This design comes from an exercise in tuning for small area and few clock cycles per item on the open sky130 flow, not from production work.
Where RTL was checked, it was by simulation tests only, not by an equivalence proof against the original.
Power and IR drop assume default switching activity.

Setup of the reference run:
## ultrasonic_obstacle_avoid_fsm
module ultrasonic_obstacle_avoid_fsm (
  input  wire logic          clk,
  input  wire logic          rst,
  input  wire logic          s_tvalid,
  output logic               s_tready,
  input  wire logic [167:0]  s_tdata,
  output logic               m_tvalid,
  input  wire logic          m_tready,
  output logic [31:0]        m_tdata,
  output logic               m_tlast,
  input  wire logic          cfg_we,
  input  wire logic [2:0]    cfg_addr,
  input  wire logic [11:0]   cfg_wdata
);
Size in the first run: about 1100 cells after synthesis, about 220 I/O pins, roughly 0.012 mm^2 of cells after synthesis.
clock: 8.0 ns
lec_check: 0
cap_margin: 20
core_margin: 2
core_utilization: 40
slew_margin: 20
run.sh (not shown) runs the stock make flow with config.mk's settings and CLKGATE_MAP_FILE= SYNTH_SCRIPT=/design/flow/synth_recipe.tcl, a recipe that flattens the netlist after the stock synthesis.
Testbench counts of the reference run, summed over its fixed seeds: cycles 12,388, ticks 12,000.
Input changes introduced in the trial run (baseline for comparison: the reference run):
diff --git a/flow/design.v b/flow/design.v
--- a/flow/design.v
+++ b/flow/design.v
@@ -133,36 +133,36 @@
   localparam logic [2:0] M_FWD = 3'd0, M_PAUSE = 3'd1, M_REV = 3'd2,
                          M_PL = 3'd3, M_PR = 3'd4;
   localparam logic [2:0] C_STOP = 3'd0, C_FWD = 3'd1, C_BACK = 3'd2,
                          C_PL = 3'd3, C_PR = 3'd4, C_DIFF = 3'd5;
   function automatic logic lt13(input logic [12:0] a, input logic [12:0] b);
     logic c;
     c = 1'b0;
-    for (int i = 0; i < 13; i++) c = (~a[i] & b[i]) | (~a[i] & c) | (b[i] & c);
+    for (int i = 0; i < 13; i++) c = (~a[i] & b[i]) | (~(a[i] ^ b[i]) & c);
     lt13 = c;
   endfunction
   function automatic logic [12:0] add13(input logic [12:0] a, input logic [12:0] b,
                                         input logic ci);
     logic c;
     c = ci;
     for (int i = 0; i < 13; i++) begin
       add13[i] = a[i] ^ b[i] ^ c;
       c = (a[i] & b[i]) | ((a[i] ^ b[i]) & c);
     end
   endfunction
-  function automatic logic fresh(input logic [31:0] na, input logic [31:0] b);
+  function automatic logic fresh(input logic [31:0] a, input logic [31:0] b);
     logic [6:0] d;
     logic       bw, eq;
     bw = 1'b0;
     for (int i = 0; i < 7; i++) begin
-      d[i] = ~na[i] ^ b[i] ^ bw;
-      bw   = (na[i] & b[i]) | ((na[i] ^ b[i]) & bw);
+      d[i] = a[i] ^ b[i] ^ bw;
+      bw   = (~a[i] & b[i]) | (~(a[i] ^ b[i]) & bw);
     end
-    eq = (na[7] ^ b[7]) ^ bw;
-    for (int i = 8; i < 32; i++) eq = eq & ((na[i] ^ b[i]) ^ (na[i-1] & b[i-1]));
+    eq = ~(a[7] ^ b[7]) == ~bw;
+    for (int i = 8; i < 32; i++) eq = eq & ((~(a[i] ^ b[i])) == (a[i-1] | ~b[i-1]));
     fresh = eq & ~(d[6] & d[5] & (d[4] | d[3] | (d[2] & (d[1] | d[0]))));
   endfunction
   logic [11:0] r_stop, r_clear, r_open, r_block, r_margin;
   logic [9:0]  r_dp, r_tp, r_rp;
   logic [11:0] wd0, wd1;   
   logic [7:0]  wen;
   assign wd0 = cfg_wdata & {12{~rst}};
@@ -196,31 +196,29 @@
   assign rs  = s_tdata[167:136];
   logic [2:0]  mode;
   logic [31:0] start;
   logic        pref;
   logic [1:0]  pend;   
   logic        fv, lv, rv, bv;
   logic        ge300, ge500, ge1500;
-  logic [31:0] nnow;
-  assign nnow = ~now;
-  assign fv = fok && fresh(nnow, fs);
-  assign lv = lok && fresh(nnow, ls);
-  assign rv = rok && fresh(nnow, rs);
+  assign fv = fok && fresh(now, fs);
+  assign lv = lok && fresh(now, ls);
+  assign rv = rok && fresh(now, rs);
   assign bv = lv && rv;
   logic [10:0] el_lo;
   logic        el_bw, el_hi0;
   always_comb begin
     el_bw = 1'b0;
     for (int i = 0; i < 11; i++) begin
-      el_lo[i] = ~nnow[i] ^ start[i] ^ el_bw;
-      el_bw    = (nnow[i] & start[i]) | ((nnow[i] ^ start[i]) & el_bw);
+      el_lo[i] = now[i] ^ start[i] ^ el_bw;
+      el_bw    = (~now[i] & start[i]) | (~(now[i] ^ start[i]) & el_bw);
     end
-    el_hi0 = (nnow[11] ^ start[11]) ^ el_bw;
+    el_hi0 = ~(now[11] ^ start[11]) == ~el_bw;
     for (int i = 12; i < 32; i++)
-      el_hi0 = el_hi0 & ((nnow[i] ^ start[i]) ^ (nnow[i-1] & start[i-1]));
+      el_hi0 = el_hi0 & ((~(now[i] ^ start[i])) == (now[i-1] | ~start[i-1]));
   end
   assign ge300  = ~el_hi0 | ~lt13({2'b00, el_lo}, 13'd300);
   assign ge500  = ~el_hi0 | ~lt13({2'b00, el_lo}, 13'd500);
   assign ge1500 = ~el_hi0 | ~lt13({2'b00, el_lo}, 13'd1500);
   logic [12:0] fm, err;
   logic        l_gt_r, r_gt_l, cl, lb, rb;
   logic        jl, jr, fstop, fclear;
Notes after the runs:
The reference run ran to completion and came out clean on the timing, design-rule and antenna checks.
The trial run completed; timing, DRC and antenna clean
Taking the reference run as 1.0, the trial run lands at 0.917 on routed length on met3.
Synthesized-area fraction occupied by ao, oa, aoi and oai cells: the trial run < the reference run
Relative to the reference run, worst-margin pin slew has decreased by 0.18 ns in the trial run.
Between the trial run and the reference run, it is the trial run whose power is higher, by about 10%.
Compared with the reference run, the trial run shows a lower fmax.
Looking at biggest fanout along the worst timing path across the reference run and the trial run, the one that comes out lower is the trial run.
Testbench counts of the trial run, summed over its fixed seeds: cycles 12,388, ticks 12,000.


## JK
ultrasonic_obstacle_avoid_fsm, a different RTL version from the one above (not shown whole).
For scale: about 140 flip-flops, ~220 I/O pins.
==> flow/config.mk <==
export PLATFORM = sky130hd
export DESIGN_NAME = ultrasonic_obstacle_avoid_fsm
export DESIGN_NICKNAME = ultrasonic_obstacle_avoid_fsm
export VERILOG_FILES = /design/flow/design.v
export SDC_FILE = /design/flow/constraint.sdc
export NUM_CORES = 4
export LEC_CHECK = 0
export CAP_MARGIN = 20
export CORE_MARGIN = 2
export CORE_UTILIZATION = 40
export CTS_BUF_LIST = sky130_fd_sc_hd__clkbuf_4 sky130_fd_sc_hd__clkbuf_8
export CTS_CLUSTER_DIAMETER = 100
export CTS_CLUSTER_SIZE = 30
export SLEW_MARGIN = 20
export BUFFER_PORTS_ARGS = -buffer_cell sky130_fd_sc_hd__buf_1
==> flow/constraint.sdc <==
create_clock -name core_clock -period 8.0 [get_ports {clk}]
set_input_delay 1.6000 -clock core_clock [delete_from_list [all_inputs] [get_ports {clk}]]
set_output_delay 1.6000 -clock core_clock [all_outputs]
set_load 0.01 [all_outputs]
standard.sh (not shown) runs the stock make flow with config.mk's settings and CLKGATE_MAP_FILE= SYNTH_SCRIPT=/design/flow/synth_recipe.tcl, a recipe that flattens the netlist after the stock synthesis.
==> flow/flow/run.sh <==
#!/bin/bash
# Layout: the standard flow (standard.sh) with two changes:
#  - synthesis maps the logic with an area-oriented ABC script (flow/area.abc);
#    every other synthesis step is the standard one, so the registers are the
#    standard synthesis's
#  - the port buffers are the smallest buffer cell (buf_1)
# make's output goes to standard.log, each ORFS step's to orfs/logs/.
set -euo pipefail
here=$(pwd)
sed 's|^source \$::env(SCRIPTS_DIR)/synth_preamble.tcl$|&\nset abc_args [lreplace $abc_args 1 1 '"$here"'/flow/area.abc]|' \
  "$FLOW_HOME/scripts/synth.tcl" > my_synth.tcl
grep -q 'flow/area.abc' my_synth.tcl
sed 's|source \$::env(SCRIPTS_DIR)/synth.tcl|source '"$here"'/my_synth.tcl|' synth_recipe.tcl > my_synth_recipe.tcl
grep -q my_synth.tcl my_synth_recipe.tcl
echo 'export BUFFER_PORTS_ARGS = -buffer_cell sky130_fd_sc_hd__buf_1' >> config.mk
sed 's|SYNTH_SCRIPT=[^ ]*|SYNTH_SCRIPT='"$here"'/my_synth_recipe.tcl|' standard.sh > my_standard.sh
grep -q my_synth_recipe my_standard.sh
bash my_standard.sh > standard.log 2>&1
==> flow/flow/area.abc <==
strash
&get -n
&fraig -x
&put
dc2
strash
&get -n
&dch -f
&nf -R 1000
&put
From the logs: JK reached the end of the flow and failed the layout checks with negative setup slack.
For MS, these inputs were changed with respect to JK:
-- flow/design.v --
<<< JK, line 223
  assign ge1500 = ~el_hi0 | ~lt13({2'b00, el_lo}, 13'd1500);
  logic [12:0] fm, err;
  logic        l_gt_r, r_gt_l, cl, sel_l, blocked;
  logic [11:0] x;
  logic        jl, jr, fstop, fclear;
  logic [7:0]  corr;
>>> MS, line 223
  assign ge1500 = ~el_hi0 | ~lt13({2'b00, el_lo}, 13'd1500);
  logic [12:0] fm, err;
  logic        l_gt_r, r_gt_l, cl, lb, rb;
  logic        jl, jr, fstop, fclear;
  logic [7:0]  corr;
<<< JK, line 232
  assign r_gt_l = ~err[12] & (err[11:0] != 12'd0);
  assign cl     = bv ? ~r_gt_l : lv;
  assign sel_l   = lv & (~rv | ~r_gt_l);
  assign x       = sel_l ? l : r;
  assign blocked = (~lv & ~rv) | lt13({1'b0, x}, {1'b0, r_block});
  assign fstop  = ~lt13({1'b0, r_stop}, {1'b0, f});
  assign fclear = ~lt13({1'b0, f}, {1'b0, r_clear});
  logic junc;
  assign junc = ge1500 & bv & ~lt13({1'b0, x}, {1'b0, r_open}) & lt13(fm, {1'b0, x});
  assign jl   = junc & l_gt_r;
  assign jr   = junc & r_gt_l;
  logic big, gt110, lt110;
  assign gt110 = ~err[12] & ((err[11:7] != 5'd0) | (err[6:0] > 7'd110));
>>> MS, line 231
  assign r_gt_l = ~err[12] & (err[11:0] != 12'd0);
  assign cl     = bv ? ~r_gt_l : lv;
  assign lb     = ~lv | lt13({1'b0, l}, {1'b0, r_block});
  assign rb     = ~rv | lt13({1'b0, r}, {1'b0, r_block});
  assign fstop  = ~lt13({1'b0, r_stop}, {1'b0, f});
  assign fclear = ~lt13({1'b0, f}, {1'b0, r_clear});
  assign jl = ge1500 & bv & ~lt13({1'b0, l}, {1'b0, r_open}) & lt13(fm, {1'b0, l}) & l_gt_r;
  assign jr = ge1500 & bv & ~lt13({1'b0, r}, {1'b0, r_open}) & lt13(fm, {1'b0, r}) & r_gt_l;
  logic big, gt110, lt110;
  assign gt110 = ~err[12] & ((err[11:7] != 5'd0) | (err[6:0] > 7'd110));
<<< JK, line 292
            cnt       = 2'd2;
            upd_start = 1'b1;
            if (blocked)   n_mode = M_REV;
            else if (pref) n_mode = M_PL;
            else           n_mode = M_PR;
>>> MS, line 288
            cnt       = 2'd2;
            upd_start = 1'b1;
            if (lb && rb)  n_mode = M_REV;
            else if (pref) n_mode = M_PL;
            else           n_mode = M_PR;
==> notes.md <==
MS completed; timing, DRC and antenna clean
Power density normalized to cell area is higher on MS
[MS] global-route usage fell 0.20 points relative to JK
Compared with JK, the detailed router inserted more vias in MS.
Diff JK -> MS: number of logic stages on the critical path including buffering went down, sequential share of layout area went up, number of setup buffers added after CTS went down, number of search-and-repair iterations in the first detailed-routing pass went up.
Higher internal power consumption was reported by MS, not JK.
[MS] maximum operating frequency rose 40% relative to JK
In the flow results for MS and JK, the routed wire length is larger on MS.
Between MS and JK, the final critical-path share of the clock period is lower for MS.
Testbench counts of MS, summed over its fixed seeds: cycles 12,388, ticks 12,000.
No functional check of the RTL was part of JK.

-- re-timing with driven ports --
In the flow no input, the clock included, has a driving cell. The finished layouts below were timed again as built, in two steps.
Step 1 sets driving cells, clkbuf_16 on the clock port and buf_2 on the other inputs (assumed; they add their load-dependent delay and slew).
Step 2 times the ports against the registers' clock, not the clock port: input delays grow and output delays shrink by t, the midpoint of the rising clock arrivals with the driver on.
Three values: ideal ports, drivers, drivers and shift; two values: the first two.
run | shift t [ns] | setup slack, ns | worst setup path at the end | worst slew at a driven data input, ns
the reference run | 0.471 | 0.305 / 0.323 / -0.148 | input to register | 0.07
the trial run | 0.462 | 0.183 / 0.204 / -0.258 | input to register | 0.07
JK | 0.486 | -2.699 / -2.704 / -3.190 | input to register | 0.10
MS | 0.487 | 0.353 / 0.365 / -0.122 | input to register | 0.08
With both steps, setup timing fails in the reference run, the trial run and MS, where it was met with ideal ports. For JK, which loses most, drivers alone change the setup slack by -0.005 ns; drivers and shift together by -0.491 ns.
